What follows belongs to an exercise in optimizing a design on an open flow for small area; a production flow would make more cautious choices.
In this exercise RTL edits were held to simulation tests only and were not proved equivalent to the original.

[flow/design.v]
package display_pkg;
    typedef logic [9:0] coord_t;
    typedef logic [3:0] bcd_t;
    typedef logic [11:0] rgb_t;
    typedef logic [10:0] glyph_addr_t;
    typedef logic [7:0] glyph_row_t;
    typedef struct packed {
        coord_t x;
        coord_t y;
        logic   video_on;
    } pixel_t;
    typedef struct packed {
        bcd_t min_10s;
        bcd_t min_1s;
        bcd_t sec_10s;
        bcd_t sec_1s;
        bcd_t player_10s;
        bcd_t player_1s;
    } time_digits_t;
    typedef struct packed {
        logic       digit_field;
        logic       digit_bit;
        logic [2:0] circle_hit;
        logic       banner_hit;
        logic       video_on;
    } layer_hits_t;
    localparam rgb_t COLOR_DIGIT    = 12'hF80;
    localparam rgb_t COLOR_BACKDROP = 12'h222;
    localparam rgb_t COLOR_BLANK    = 12'h000;
    localparam rgb_t COLOR_WHITE    = 12'hFFF;
    localparam rgb_t COLOR_RED      = 12'hF00;
    localparam logic [6:0] DIGIT_CODE_BASE = 7'h30;
    localparam logic [6:0] COLON_CODE      = 7'h3A;
endpackage
package layout_pkg;
    localparam logic [9:0] DIGIT_Y_TOP    = 10'd192;
    localparam logic [9:0] DIGIT_Y_BOTTOM = 10'd255;
    localparam logic [9:0] PLAYER_10S_X = 10'd160;
    localparam logic [9:0] PLAYER_1S_X  = 10'd192;
    localparam logic [9:0] MIN_10S_X    = 10'd256;
    localparam logic [9:0] MIN_1S_X     = 10'd288;
    localparam logic [9:0] COLON_X      = 10'd320;
    localparam logic [9:0] SEC_10S_X    = 10'd352;
    localparam logic [9:0] SEC_1S_X     = 10'd384;
    localparam int CIRCLE_COUNT  = 3;
    localparam int CIRCLE_RADIUS = 50;
    localparam logic [9:0] CIRCLE_Y = 10'd350;
    localparam logic [CIRCLE_COUNT*10-1:0] CIRCLE_X = {10'd150, 10'd300, 10'd450};
    typedef struct packed {
        logic [9:0] x_lo;
        logic [9:0] x_hi;
        logic [9:0] y_lo;
        logic [9:0] y_hi;
    } banner_box_t;
    localparam int BANNER_BOXES = 25;
    localparam logic [BANNER_BOXES*40-1:0] BANNER_RECT = {
        {10'd200, 10'd210, 10'd150, 10'd160},
        {10'd200, 10'd205, 10'd135, 10'd145},
        {10'd200, 10'd210, 10'd120, 10'd130},
        {10'd195, 10'd200, 10'd120, 10'd160},
        {10'd160, 10'd175, 10'd145, 10'd150},
        {10'd175, 10'd180, 10'd150, 10'd160},
        {10'd175, 10'd180, 10'd130, 10'd145},
        {10'd160, 10'd165, 10'd130, 10'd160},
        {10'd160, 10'd180, 10'd120, 10'd130},
        {10'd135, 10'd145, 10'd150, 10'd160},
        {10'd145, 10'd150, 10'd120, 10'd160},
        {10'd135, 10'd145, 10'd120, 10'd130},
        {10'd130, 10'd135, 10'd120, 10'd160},
        {10'd105, 10'd115, 10'd150, 10'd160},
        {10'd105, 10'd115, 10'd120, 10'd130},
        {10'd100, 10'd105, 10'd120, 10'd160},
        {10'd80,  10'd85,  10'd135, 10'd150},
        {10'd70,  10'd80,  10'd135, 10'd140},
        {10'd65,  10'd70,  10'd130, 10'd140},
        {10'd65,  10'd85,  10'd150, 10'd160},
        {10'd65,  10'd85,  10'd120, 10'd130},
        {10'd20,  10'd620, 10'd480, 10'd500},
        {10'd20,  10'd620, 10'd0,   10'd20},
        {10'd620, 10'd639, 10'd0,   10'd500},
        {10'd0,   10'd20,  10'd0,   10'd500}
    };
endpackage
module font_rom (
    input  logic        clk,
    input  logic [10:0] addr,
    output logic [7:0]  data
);
    localparam int GLYPHS = 11;
    localparam int ROWS   = 16;
    logic [7:0] rom [GLYPHS*ROWS];
    logic       in_range;
    initial begin
        $readmemh("font_digits.hex", rom);
    end
    assign in_range = (addr[10:8] == 3'b011) && (addr[7:4] <= 4'd10);
    always_ff @(posedge clk) begin
        if (in_range) begin
            data <= rom[addr[7:0]];
        end else begin
            data <= '0;
        end
    end
endmodule
module digit_overlay (
    input  logic                      clk,
    input  logic                      rst,
    input  display_pkg::pixel_t       pixel,
    input  display_pkg::time_digits_t digits,
    output logic                      field_hit,
    output logic                      glyph_bit
);
    logic                     in_rows;
    logic                     field_now;
    logic [6:0]               char_code;
    display_pkg::glyph_addr_t rom_addr;
    display_pkg::glyph_row_t  rom_word;
    logic                     field_q;
    logic [2:0]               col_q;
    function automatic logic in_column(input display_pkg::coord_t x,
                                       input display_pkg::coord_t left);
        in_column = (x >= left) && (x <= left + 10'd31);
    endfunction
    function automatic logic [6:0] digit_code(input display_pkg::bcd_t d);
        digit_code = display_pkg::DIGIT_CODE_BASE + {3'b000, d};
    endfunction
    always_comb begin
        in_rows   = (pixel.y >= layout_pkg::DIGIT_Y_TOP) &&
                    (pixel.y <= layout_pkg::DIGIT_Y_BOTTOM);
        field_now = in_rows;
        char_code = '0;
        if (!in_rows) begin
            field_now = 1'b0;
        end else if (in_column(pixel.x, layout_pkg::PLAYER_10S_X)) begin
            char_code = digit_code(digits.player_10s);
        end else if (in_column(pixel.x, layout_pkg::PLAYER_1S_X)) begin
            char_code = digit_code(digits.player_1s);
        end else if (in_column(pixel.x, layout_pkg::MIN_10S_X)) begin
            char_code = digit_code(digits.min_10s);
        end else if (in_column(pixel.x, layout_pkg::MIN_1S_X)) begin
            char_code = digit_code(digits.min_1s);
        end else if (in_column(pixel.x, layout_pkg::COLON_X)) begin
            char_code = display_pkg::COLON_CODE;
        end else if (in_column(pixel.x, layout_pkg::SEC_10S_X)) begin
            char_code = digit_code(digits.sec_10s);
        end else if (in_column(pixel.x, layout_pkg::SEC_1S_X)) begin
            char_code = digit_code(digits.sec_1s);
        end else begin
            field_now = 1'b0;
        end
    end
    assign rom_addr = {char_code, pixel.y[5:2]};
    font_rom u_font_rom (
        .clk  (clk),
        .addr (rom_addr),
        .data (rom_word)
    );
    always_ff @(posedge clk) begin
        if (rst) begin
            field_q <= 1'b0;
            col_q   <= '0;
        end else begin
            field_q <= field_now;
            col_q   <= pixel.x[4:2];
        end
    end
    assign field_hit = field_q;
    assign glyph_bit = field_q & rom_word[3'd7 - col_q];
endmodule
module circle_indicators (
    input  logic                clk,
    input  logic                rst,
    input  display_pkg::pixel_t pixel,
    output logic [2:0]          circle_hit
);
    localparam logic [21:0] RADIUS_SQ =
        22'(layout_pkg::CIRCLE_RADIUS * layout_pkg::CIRCLE_RADIUS);
    logic [2:0] hit_now;
    for (genvar i = 0; i < layout_pkg::CIRCLE_COUNT; i++) begin : g_circle
        logic signed [10:0] dx;
        logic signed [10:0] dy;
        logic signed [21:0] dx_sq;
        logic signed [21:0] dy_sq;
        logic [21:0]        dist_sq;
        always_comb begin
            dx      = $signed({1'b0, pixel.x}) - $signed({1'b0, layout_pkg::CIRCLE_X[10*i +: 10]});
            dy      = $signed({1'b0, pixel.y}) - $signed({1'b0, layout_pkg::CIRCLE_Y});
            dx_sq   = dx * dx;
            dy_sq   = dy * dy;
            dist_sq = dx_sq + dy_sq;
        end
        assign hit_now[i] = (dist_sq <= RADIUS_SQ);
    end
    always_ff @(posedge clk) begin
        if (rst) begin
            circle_hit <= '0;
        end else begin
            circle_hit <= hit_now;
        end
    end
endmodule
module score_banner (
    input  logic                clk,
    input  logic                rst,
    input  display_pkg::pixel_t pixel,
    output logic                banner_hit
);
    logic                    hit_now;
    layout_pkg::banner_box_t box;
    always_comb begin
        hit_now = 1'b0;
        box     = '0;
        for (int i = 0; i < layout_pkg::BANNER_BOXES; i++) begin
            box = layout_pkg::BANNER_RECT[40*i +: 40];
            if ((pixel.x >= box.x_lo) &&
                (pixel.x <= box.x_hi) &&
                (pixel.y >= box.y_lo) &&
                (pixel.y <= box.y_hi)) begin
                hit_now = 1'b1;
            end
        end
    end
    always_ff @(posedge clk) begin
        if (rst) begin
            banner_hit <= 1'b0;
        end else begin
            banner_hit <= hit_now;
        end
    end
endmodule
module layer_priority (
    input  logic                     clk,
    input  logic                     rst,
    input  display_pkg::layer_hits_t hits,
    input  logic [2:0]               sensors,
    output display_pkg::rgb_t        time_rgb
);
    display_pkg::rgb_t circle_rgb;
    display_pkg::rgb_t rgb_next;
    always_comb begin
        circle_rgb = display_pkg::COLOR_BLANK;
        for (int i = layout_pkg::CIRCLE_COUNT - 1; i >= 0; i--) begin
            if (hits.circle_hit[i]) begin
                circle_rgb = sensors[i] ? display_pkg::COLOR_WHITE : display_pkg::COLOR_RED;
            end
        end
    end
    always_comb begin
        if (hits.digit_field) begin
            rgb_next = hits.digit_bit ? display_pkg::COLOR_DIGIT : display_pkg::COLOR_BACKDROP;
        end else if (!hits.video_on) begin
            rgb_next = display_pkg::COLOR_BACKDROP;
        end else if (|hits.circle_hit) begin
            rgb_next = circle_rgb;
        end else if (hits.banner_hit) begin
            rgb_next = display_pkg::COLOR_WHITE;
        end else begin
            rgb_next = display_pkg::COLOR_BLANK;
        end
    end
    always_ff @(posedge clk) begin
        if (rst) begin
            time_rgb <= display_pkg::COLOR_BLANK;
        end else begin
            time_rgb <= rgb_next;
        end
    end
endmodule
module scoreboard_pixel_top (
    input  logic                      clk,
    input  logic                      rst,
    input  logic [20:0]               pixel,
    input  logic [23:0]               digits,
    input  logic [2:0]                ir_sensor,
    output logic [11:0]               time_rgb
);
    display_pkg::pixel_t       pixel_s;
    display_pkg::time_digits_t digits_s;
    assign pixel_s  = pixel;
    assign digits_s = digits;
    logic                     field_hit;
    logic                     glyph_bit;
    logic [2:0]               circle_hit;
    logic                     banner_hit;
    logic                     video_on_q;
    logic [2:0]               sensor_q;
    display_pkg::layer_hits_t hits;
    digit_overlay u_digit_overlay (
        .clk       (clk),
        .rst       (rst),
        .pixel     (pixel_s),
        .digits    (digits_s),
        .field_hit (field_hit),
        .glyph_bit (glyph_bit)
    );
    circle_indicators u_circle_indicators (
        .clk        (clk),
        .rst        (rst),
        .pixel      (pixel_s),
        .circle_hit (circle_hit)
    );
    score_banner u_score_banner (
        .clk        (clk),
        .rst        (rst),
        .pixel      (pixel_s),
        .banner_hit (banner_hit)
    );
    always_ff @(posedge clk) begin
        if (rst) begin
            video_on_q <= 1'b0;
            sensor_q   <= '0;
        end else begin
            video_on_q <= pixel_s.video_on;
            sensor_q   <= ir_sensor;
        end
    end
    always_comb begin
        hits.digit_field = field_hit;
        hits.digit_bit   = glyph_bit;
        hits.circle_hit  = circle_hit;
        hits.banner_hit  = banner_hit;
        hits.video_on    = video_on_q;
    end
    layer_priority u_layer_priority (
        .clk      (clk),
        .rst      (rst),
        .hits     (hits),
        .sensors  (sensor_q),
        .time_rgb (time_rgb)
    );
endmodule
[flow/font_digits.hex]
// one glyph per line, sixteen row bytes with the top row first, bit 7 is the left column
// lines are the glyphs for 0 to 9, then the colon
00 00 7C C6 C6 CE DE F6 E6 C6 C6 7C 00 00 00 00
00 00 18 38 78 18 18 18 18 18 18 7E 00 00 00 00
00 00 7C C6 06 0C 18 30 60 C0 C6 FE 00 00 00 00
00 00 7C C6 06 06 3C 06 06 06 C6 7C 00 00 00 00
00 00 0C 1C 3C 6C CC FE 0C 0C 0C 1E 00 00 00 00
00 00 FE C0 C0 C0 FC 06 06 06 C6 7C 00 00 00 00
00 00 38 60 C0 C0 FC C6 C6 C6 C6 7C 00 00 00 00
00 00 FE C6 06 06 0C 18 30 30 30 30 00 00 00 00
00 00 7C C6 C6 C6 7C C6 C6 C6 C6 7C 00 00 00 00
00 00 7C C6 C6 C6 7E 06 06 06 0C 78 00 00 00 00
00 00 00 00 18 18 00 00 00 18 18 00 00 00 00 00

[flow/constraint.sdc]
create_clock -name core_clock -period 20.0 [get_ports {clk}]
set_input_delay 4.0000 -clock core_clock [delete_from_list [all_inputs] [get_ports {clk}]]
set_output_delay 4.0000 -clock core_clock [all_outputs]
set_load 0.01 [all_outputs]
[flow/run.sh]
#!/bin/bash
# synth_recipe.tcl (not shown) runs the flow's synth.tcl, then flattens the netlist and writes it again
# the make line also repeats each setting of config.mk as NAME=value (left out here)
make -C /OpenROAD-flow-scripts/flow DESIGN_CONFIG=/design/flow/config.mk WORK_HOME=/design/flow/orfs CLKGATE_MAP_FILE= SYNTH_SCRIPT=/design/flow/synth_recipe.tcl finish
[flow/config.mk]
export PLATFORM = sky130hd
export DESIGN_NAME = scoreboard_pixel_top
export DESIGN_NICKNAME = scoreboard_pixel_top
export VERILOG_FILES = /design/flow/design.v
export SDC_FILE = /design/flow/constraint.sdc
export NUM_CORES = 4
export LEC_CHECK = 0
export CAP_MARGIN = 20
export CORE_MARGIN = 2
export CORE_UTILIZATION = 40
export SLEW_MARGIN = 20
==> results.json <==
{
  "synth_ff_type": "dfxtp_1",
  "overflow": 0,
  "finalCritPeriodShare_pct": 80.0,
  "coreArea_um2": 56300,
  "ios": 62,
  "synth_cells": 2692,
  "drtIter0Drc": 1201,
  "die_h_um": 242,
  "n_antenna_cell": 0,
  "port_buffers": 61,
  "critPathCapture": "u_circle_indicators.circle_hit[1]",
  "fillers": 5683,
  "slew_viol_final": 0,
  "fmax_mhz": 62.5,
  "relSlewSlack_pct": 19.3,
  "fp.dieArea_um2": 58800,
  "cts.reportedPaths.clkPinSlew_ns": 0.09,
  "synth_edf_count": 0,
  "via_per_inst": 5.13,
  "multi_input_area_um2": 19200,
  "final-seq-area_um2": 480,
  "antenna_found_initial": 0,
  "crit_required_ns": 20.21,
  "final_nets": 3470,
  "worstRegToRegCells": 3,
  "rows": 87,
  "cts.repair.resized": 0,
  "cts_root_buf": "clkbuf_16",
  "clock_latency_ns": 0.28,
  "synth_largest_area_cell": "fa_1",
  "setup_violations": 0,
  "cts_hold_buf": 0,
  "ys_async_sr_fraction_pct": 0,
  "synth.area.top_cells": "fa_1 (40%), ha_1 (14%), inv_1 (12%)",
  "num_vias": 17744,
  "dp_hpwl_um": 50000,
  "post-route-util_pct": 43.1,
  "rsz0062_at_grt": "no",
  "cpPeakStageDelay_ns": 0.74,
  "grt_max_degree": 44,
  "hold_class": "flip-flop to flip-flop",
  "status": "finished clean",
  "start_kind": "input pin",
  "finClkSkew_ns": 0.00742,
  "grtUsageTotal_pct": 20.3,
  "gp_congestion": 0.942,
  "yosys.area.top_type_share_pct": 40.4,
  "cp-end-kind": "flip-flop",
  "postRouteAntennaNets": 0,
  "initial_core_util_pct": 40.4,
  "critPathKind": "input pin to flip-flop",
  "numCtsBuffers": 3,
  "grt_pass1_wl_um": 96700,
  "numClockSinks": 24,
  "whs_ns": 0.580,
  "drc": 0,
  "r2r_slack_ns": 18.45,
  "area_delta_synth_final_pct": 6.71,
  "finalHoldViolations": 0,
  "cpMaxStageDelayCell": "clkdlybuf4s50_1",
  "yosysWarnings": 6,
  "syn_area_per_cell_um2": 8.45,
  "startpoint": "pixel[2]",
  "routed_wl_um": 58700,
  "synth_nets": 3460,
  "h-tree-depth": 1,
  "wl_per_cell_um": 17.0,
  "netlist_top_cells_count": "inv_1 (719), fa_1 (459), ha_1 (259)",
  "tns_ns": 0,
  "synth.most_common_cell": "inv_1",
  "critPathArrivalTime_ns": 16.21,
  "fin_crit_ns": 16.00,
  "dr.pass1.iters": 6,
  "cts_setup_buffers": 0,
  "synth-seq-area-share_pct": 2.11,
  "r2r-end": "u_layer_priority.time_rgb[10]",
  "tightest_slew_ns": 1.20,
  "clockBufferDepth": 2,
  "cp_max_fo": 18,
  "ys_ff_latch": 24,
  "cts_tree": "done",
  "grt_pass1_vias": 18362,
  "die_w_um": 242,
  "rr_startpoint": "u_digit_overlay.col_q[0]",
  "synth.cell_area_um2": 22700,
  "drive_gt1_share_pct": 2.44,
  "synth_cell_types": 82,
  "maxCapViolations": 0
}
==> stage by stage <==
stage / worst slack, ns / cells / cell area [um2]
after detailed placement: 3.70 / 3452 / 24100
after global placement: 3.89 / 3452 / 24100
after global routing: 3.11 / 3457 / 24300
after floorplan: 5.89 / 2692 / 22700
after CTS: 3.99 / 3456 / 24200
final: 4.00 / 3457 / 24300
==> registers in the layout, indices dropped and copies added (netlist names) <==
signal	cells
u_circle_indicators.circle_hit	3
sensor_q	3
u_digit_overlay.u_font_rom.data	7
u_score_banner.banner_hit	1
u_layer_priority.time_rgb	5
u_digit_overlay.field_q	1
u_digit_overlay.col_q	3
video_on_q	1
==> worst max-delay path, delay by kind of cell <==
kind | cells | cell delay (ns)
adder cells (fa/ha/maj) | 13 | 5.93
buffers and inverters | 10 | 1.47
AO/OA/AOI/OAI | 8 | 1.83
AND/OR/NAND/NOR | 9 | 2.00
XOR/XNOR | 2 | 0.99
==> worst min-delay path by stage <==
stage	from	to	slack [ns]	depth (start not counted)
CTS	u_score_banner.banner_hit	u_layer_priority.time_rgb[9]	0.57	2
global route	u_score_banner.banner_hit	u_layer_priority.time_rgb[9]	0.64	2
detailed placement	u_score_banner.banner_hit	u_layer_priority.time_rgb[9]	0.55	2
global placement	u_score_banner.banner_hit	u_layer_priority.time_rgb[9]	0.55	2
floorplan	u_score_banner.banner_hit	u_layer_priority.time_rgb[9]	0.47	2
finish	u_score_banner.banner_hit	u_layer_priority.time_rgb[9]	0.58	2
==> routing by layer <==
layer / vias up / global-route usage, % / share of wire, %
met5: - / 0 / 0
met4: 0 / 3.58 / 1.6
met3: 61 / 2.50 / 6.2
met2: 545 / 34.5 / 48
met1: 8840 / 28.0 / 44
li1: 8298 / - / -
==> layout by cell type, fill, tap and decap left out, types with 11 or more instances in the layout <==
| cell type | n |
|---|---|
| a211oi_1 | 16 |
| a21o_1 | 46 |
| a21oi_1 | 91 |
| a31oi_1 | 23 |
| and2_1 | 23 |
| buf_4 | 28 |
| clkdlybuf4s50_1 | 61 |
| dfxtp_1 | 24 |
| fa_1 | 459 |
| ha_1 | 259 |
| inv_1 | 719 |
| nand2_1 | 228 |
| nand2b_1 | 19 |
| nand3_1 | 24 |
| nor2_1 | 175 |
| nor2b_1 | 29 |
| nor3_1 | 29 |
| nor3b_1 | 12 |
| o21ai_0 | 66 |
| o22ai_1 | 13 |
| or2_2 | 11 |
| or3_1 | 11 |
| xnor2_1 | 100 |
| xor2_1 | 40 |
==> cell type report <==
type	count	share of cell area, %
multi-input cells	1855	79.0
repair buffers	89	3.38
clock buffers	3	0.309
flip-flops and latches	24	1.98
inverters	729	11.3
clock inverters	1	0.124
well taps	756	3.90
==> logic make-up after synthesis <==
group,share of synthesized area [%]
xor gates and xnor gates,5.53
and+or+nand+nor,12.1
adders and majority gates,54.7
DFF,2.11
muxes,0.886
AOI/OAI and AO/OA,11.1
buffers and inverters,13.6

## static timing again, ports no longer ideal
The results above use ideal ports. As a check the final layout listed here was re-extracted and re-timed, cells and wires unchanged. Step 1, drivers: a clkbuf_16 drives clk and a buf_2 each remaining input, both assumed. Step 2 times the ports against the registers' clock, not the clock port: input delays grow and output delays shrink by t, the midpoint of the rising clock arrivals with the driver on. Three values: ideal ports, drivers, drivers and shift; two values: the first two.
t (ns): 0.327
setup slack, ns: 3.999 / 4.021 / 3.694
hold slack, ns: 0.580 / 0.580 / 0.580
latest minus earliest clock arrival (ns): 0.008 / 0.009
After both steps setup and hold are still met in this run. The setup slack of this run moves by +0.022 ns with the drivers and by -0.305 ns with both steps.
